Context: an optimization exercise on an open-source flow, tuned for small area, a short achievable clock period and few clock cycles per item. The choices shown serve that exercise and are no tape-out recipe. Where RTL was checked, it was by simulation tests only, not by an equivalence proof against the original. Power figures rest on the tool's default switching activity, not on a simulated workload.

## old
==> module exu_alu_pfx, before the edit <==
module exu_alu_pfx #(
  parameter int N     = 32,
  parameter int STYLE = 0
) (
  input  wire logic [N-1:0] i_g,
  input  wire logic [N-1:0] i_p,
  output logic      [N-1:0] o_g
);
  localparam int L = exu_alu_pkg::clog2(N);
  if (STYLE == 1) begin : g_skl
    logic [N-1:0] gg [0:L];
    logic [N-1:0] pp [0:L];
    assign gg[0] = i_g;
    assign pp[0] = i_p;
    for (genvar l = 0; l < L; l++) begin : g_lvl
      for (genvar i = 0; i < N; i++) begin : g_bit
        if ((i >> l) & 1) begin : g_op
          localparam int J = ((i >> l) << l) - 1;
          assign gg[l+1][i] = gg[l][i] | (pp[l][i] & gg[l][J]);
          assign pp[l+1][i] = pp[l][i] & pp[l][J];
        end else begin : g_pass
          assign gg[l+1][i] = gg[l][i];
          assign pp[l+1][i] = pp[l][i];
        end
      end
    end
    assign o_g = gg[L];
  end else if (STYLE == 2) begin : g_ks
    logic [N-1:0] gg [0:L];
    logic [N-1:0] pp [0:L];
    assign gg[0] = i_g;
    assign pp[0] = i_p;
    for (genvar l = 0; l < L; l++) begin : g_lvl
      for (genvar i = 0; i < N; i++) begin : g_bit
        if (i >= (1 << l)) begin : g_op
          assign gg[l+1][i] = gg[l][i] | (pp[l][i] & gg[l][i-(1<<l)]);
          assign pp[l+1][i] = pp[l][i] & pp[l][i-(1<<l)];
        end else begin : g_pass
          assign gg[l+1][i] = gg[l][i];
          assign pp[l+1][i] = pp[l][i];
        end
      end
    end
    assign o_g = gg[L];
  end else begin : g_bk
    logic [N-1:0] gg [0:2*L-1];
    logic [N-1:0] pp [0:2*L-1];
    assign gg[0] = i_g;
    assign pp[0] = i_p;
    for (genvar l = 0; l < L; l++) begin : g_up
      for (genvar i = 0; i < N; i++) begin : g_bit
        if (((i + 1) % (2 << l)) == 0) begin : g_op
          assign gg[l+1][i] = gg[l][i] | (pp[l][i] & gg[l][i-(1<<l)]);
          assign pp[l+1][i] = pp[l][i] & pp[l][i-(1<<l)];
        end else begin : g_pass
          assign gg[l+1][i] = gg[l][i];
          assign pp[l+1][i] = pp[l][i];
        end
      end
    end
    for (genvar d = 0; d < L-1; d++) begin : g_dn
      localparam int S = 1 << (L - 2 - d);    
      for (genvar i = 0; i < N; i++) begin : g_bit
        if ((i >= 2*S) && (((i + 1) % (2*S)) == S)) begin : g_op
          assign gg[L+d+1][i] = gg[L+d][i] | (pp[L+d][i] & gg[L+d][i-S]);
          assign pp[L+d+1][i] = pp[L+d][i] & pp[L+d][i-S];
        end else begin : g_pass
          assign gg[L+d+1][i] = gg[L+d][i];
          assign pp[L+d+1][i] = pp[L+d][i];
        end
      end
    end
    assign o_g = gg[2*L-1];
  end
endmodule
==> module exu_alu_muldiv, before the edit <==
module exu_alu_muldiv (
  input  wire logic                    i_clk,
  input  wire logic                    i_reset,
  input  wire logic                    i_start,    
  input  wire logic                    i_accept,   
  input  wire exu_alu_pkg::xlen_t      i_rs1,      
  input  wire exu_alu_pkg::xlen_t      i_rs2,
  output logic                         o_done,
  output exu_alu_pkg::xlen_t           o_res
);
  localparam int XL = 32;
  localparam int K  = 8;
  localparam int N  = XL / K;
  localparam int W  = exu_alu_pkg::clog2(N + 1);
  logic [W-1:0]       cnt;
  exu_alu_pkg::xlen_t acc_s, acc_c;             
  exu_alu_pkg::xlen_t in_s, in_c, s, c, p, g, gc;
  logic [XL:0]        rs2x;
  logic [K:0]         dig;
  assign o_done = (cnt == W'(N));
  assign rs2x = {i_rs2, 1'b0};
  assign dig  = rs2x[(N-1-cnt)*K +: K+1];
  assign in_s = (cnt == '0) ? '0 : acc_s;
  assign in_c = (cnt == '0) ? '0 : acc_c;
  exu_alu_mulstep u_step (.i_rs1, .i_acc_s(in_s), .i_acc_c(in_c), .i_dig(dig), .o_s(s), .o_c(c));
  always_ff @(posedge i_clk) begin
    if (i_reset | i_accept) cnt <= '0;
    else if (i_start & ~o_done) cnt <= cnt + 1'b1;
  end
  always_ff @(posedge i_clk) begin
    if (~o_done) begin
      acc_s <= s;
      acc_c <= c;
    end
  end
  assign p = acc_s ^ acc_c;
  assign g = acc_s & acc_c;
  exu_alu_pfx #(.N(XL), .STYLE(0)) u_pfx (.i_g(g), .i_p(p), .o_g(gc));
  assign o_res = p ^ {gc[XL-2:0], 1'b0};
endmodule
Settings: LEC_CHECK=0, CAP_MARGIN=20, CORE_MARGIN=2, CORE_UTILIZATION=40, SETUP_SLACK_MARGIN=4, SLEW_MARGIN=20; clock period 10.0 ns.
standard.sh (not shown) runs the stock make flow with config.mk's settings and CLKGATE_MAP_FILE= SYNTH_SCRIPT=/design/flow/synth_recipe.tcl, a recipe that flattens the netlist after the stock synthesis.
==> flow/flow/run.sh <==
#!/bin/bash
# ORFS layout as the standard.sh runs it, with two changes:
#  - the ports are buffered with buf_2 instead of the cell buffer_ports picks;
#  - synthesis maps logic with an area-oriented ABC script (flow/abc_map.script),
#    the rest of synthesis is synth_recipe.tcl unchanged.
set -euo pipefail
here=$(pwd)
export BUFFER_PORTS_ARGS="-buffer_cell sky130_fd_sc_hd__buf_2"
export OWN_ABC_SCRIPT="$here/flow/abc_map.script"
{
  cat <<'TCL'
proc abc {args} {
  set i [lsearch $args -script]
  if {$i >= 0} { lset args [expr {$i + 1}] $::env(OWN_ABC_SCRIPT) }
  yosys abc {*}$args
}
TCL
  cat synth_recipe.tcl
} > own_synth.tcl
sed "s#SYNTH_SCRIPT=[^ ]*#SYNTH_SCRIPT=$here/own_synth.tcl#" standard.sh > own_standard.sh
bash own_standard.sh > orfs_make.log 2>&1
==> flow/flow/abc_map.script <==
&get -n
&st
&dch
&nf -a
&put
topo
stime -c
Testbench counts of old, summed over its fixed seeds: cycles 5,236, items 3,200.
Changes in new relative to old:
diff --git a/flow/design.v b/flow/design.v
--- a/flow/design.v
+++ b/flow/design.v
@@ -43,33 +43,25 @@
   } exu_wbck_t;
   typedef enum logic [1:0] {
     MDV_IDLE,
     MDV_BUSY,
     MDV_DONE
   } mdv_state_e;
-  function automatic integer clog2(input integer v);
-    integer r;
-    begin
-      r = 0;
-      while ((1 << r) < v) r = r + 1;
-      clog2 = r;
-    end
-  endfunction
 endpackage
 `default_nettype wire
 `timescale 1ns/100ps
 `default_nettype none
 module exu_alu_pfx #(
   parameter int N     = 32,
   parameter int STYLE = 0
 ) (
   input  wire logic [N-1:0] i_g,
   input  wire logic [N-1:0] i_p,
   output logic      [N-1:0] o_g
 );
-  localparam int L = exu_alu_pkg::clog2(N);
+  localparam int L = $clog2(N);
   if (STYLE == 1) begin : g_skl
     logic [N-1:0] gg [0:L];
     logic [N-1:0] pp [0:L];
     assign gg[0] = i_g;
     assign pp[0] = i_p;
     for (genvar l = 0; l < L; l++) begin : g_lvl
@@ -249,13 +241,13 @@
   output logic                         o_done,
   output exu_alu_pkg::xlen_t           o_res
 );
   localparam int XL = 32;
   localparam int K  = 8;
   localparam int N  = XL / K;
-  localparam int W  = exu_alu_pkg::clog2(N + 1);
+  localparam int W  = $clog2(N + 1);
   logic [W-1:0]       cnt;
   exu_alu_pkg::xlen_t acc_s, acc_c;             
   exu_alu_pkg::xlen_t in_s, in_c, s, c, p, g, gc;
   logic [XL:0]        rs2x;
   logic [K:0]         dig;
   assign o_done = (cnt == W'(N));
Notes after the runs:
- ~same relative contribution of sequential cells to total power in old and new
- Re via count: no difference whatsoever between new and old.
- From old to new the numbers moved as follows: number of clock buffers in the layout ~0 delta; clock period minus worst slack ~0 delta; post-cts repair resize count ~0 delta; post-route cell area ~0 delta; maximum net fanout on the critical path ~0 delta.
- Going from old to new, proportion of total power due to net switching barely changed, clock group share of total power barely changed, transition time of the tightest slew-check pin barely changed.
- Diff old -> new: post-route worst setup slack held; detailed-router iteration count before antenna repair held; synthesized area held; global-route usage held.
Function not checked in new: the RTL went through the layout flow alone.

## afterwards: timing with drivers on the ports
The results above use ideal ports. As a check the final layouts listed here were re-extracted and re-timed, cells and wires unchanged. Step 1 (the two cells are an assumption about what drives the block):
set clk [get_ports {i_clk}]
set_driving_cell -lib_cell sky130_fd_sc_hd__clkbuf_16 $clk
set_driving_cell -lib_cell sky130_fd_sc_hd__buf_2 [delete_from_list [all_inputs] $clk]
Step 2 adds t to the input delays and takes it off the output delays; t is the mean of the earliest and latest rising clock arrival at the registers after step 1. Input paths then give back, and output paths get back, about the clock's delay inside the block. Slacks: no drivers / after step 1 / after step 2; pairs: no drivers / after step 1.
run	shift t [ns]	setup WS [ns]	cell pins on the clock port's net
old	0.383	2.466 / 2.320 / 2.320	1
new	0.383	2.466 / 2.320 / 2.320	1
After both steps every run listed still meets setup and hold.
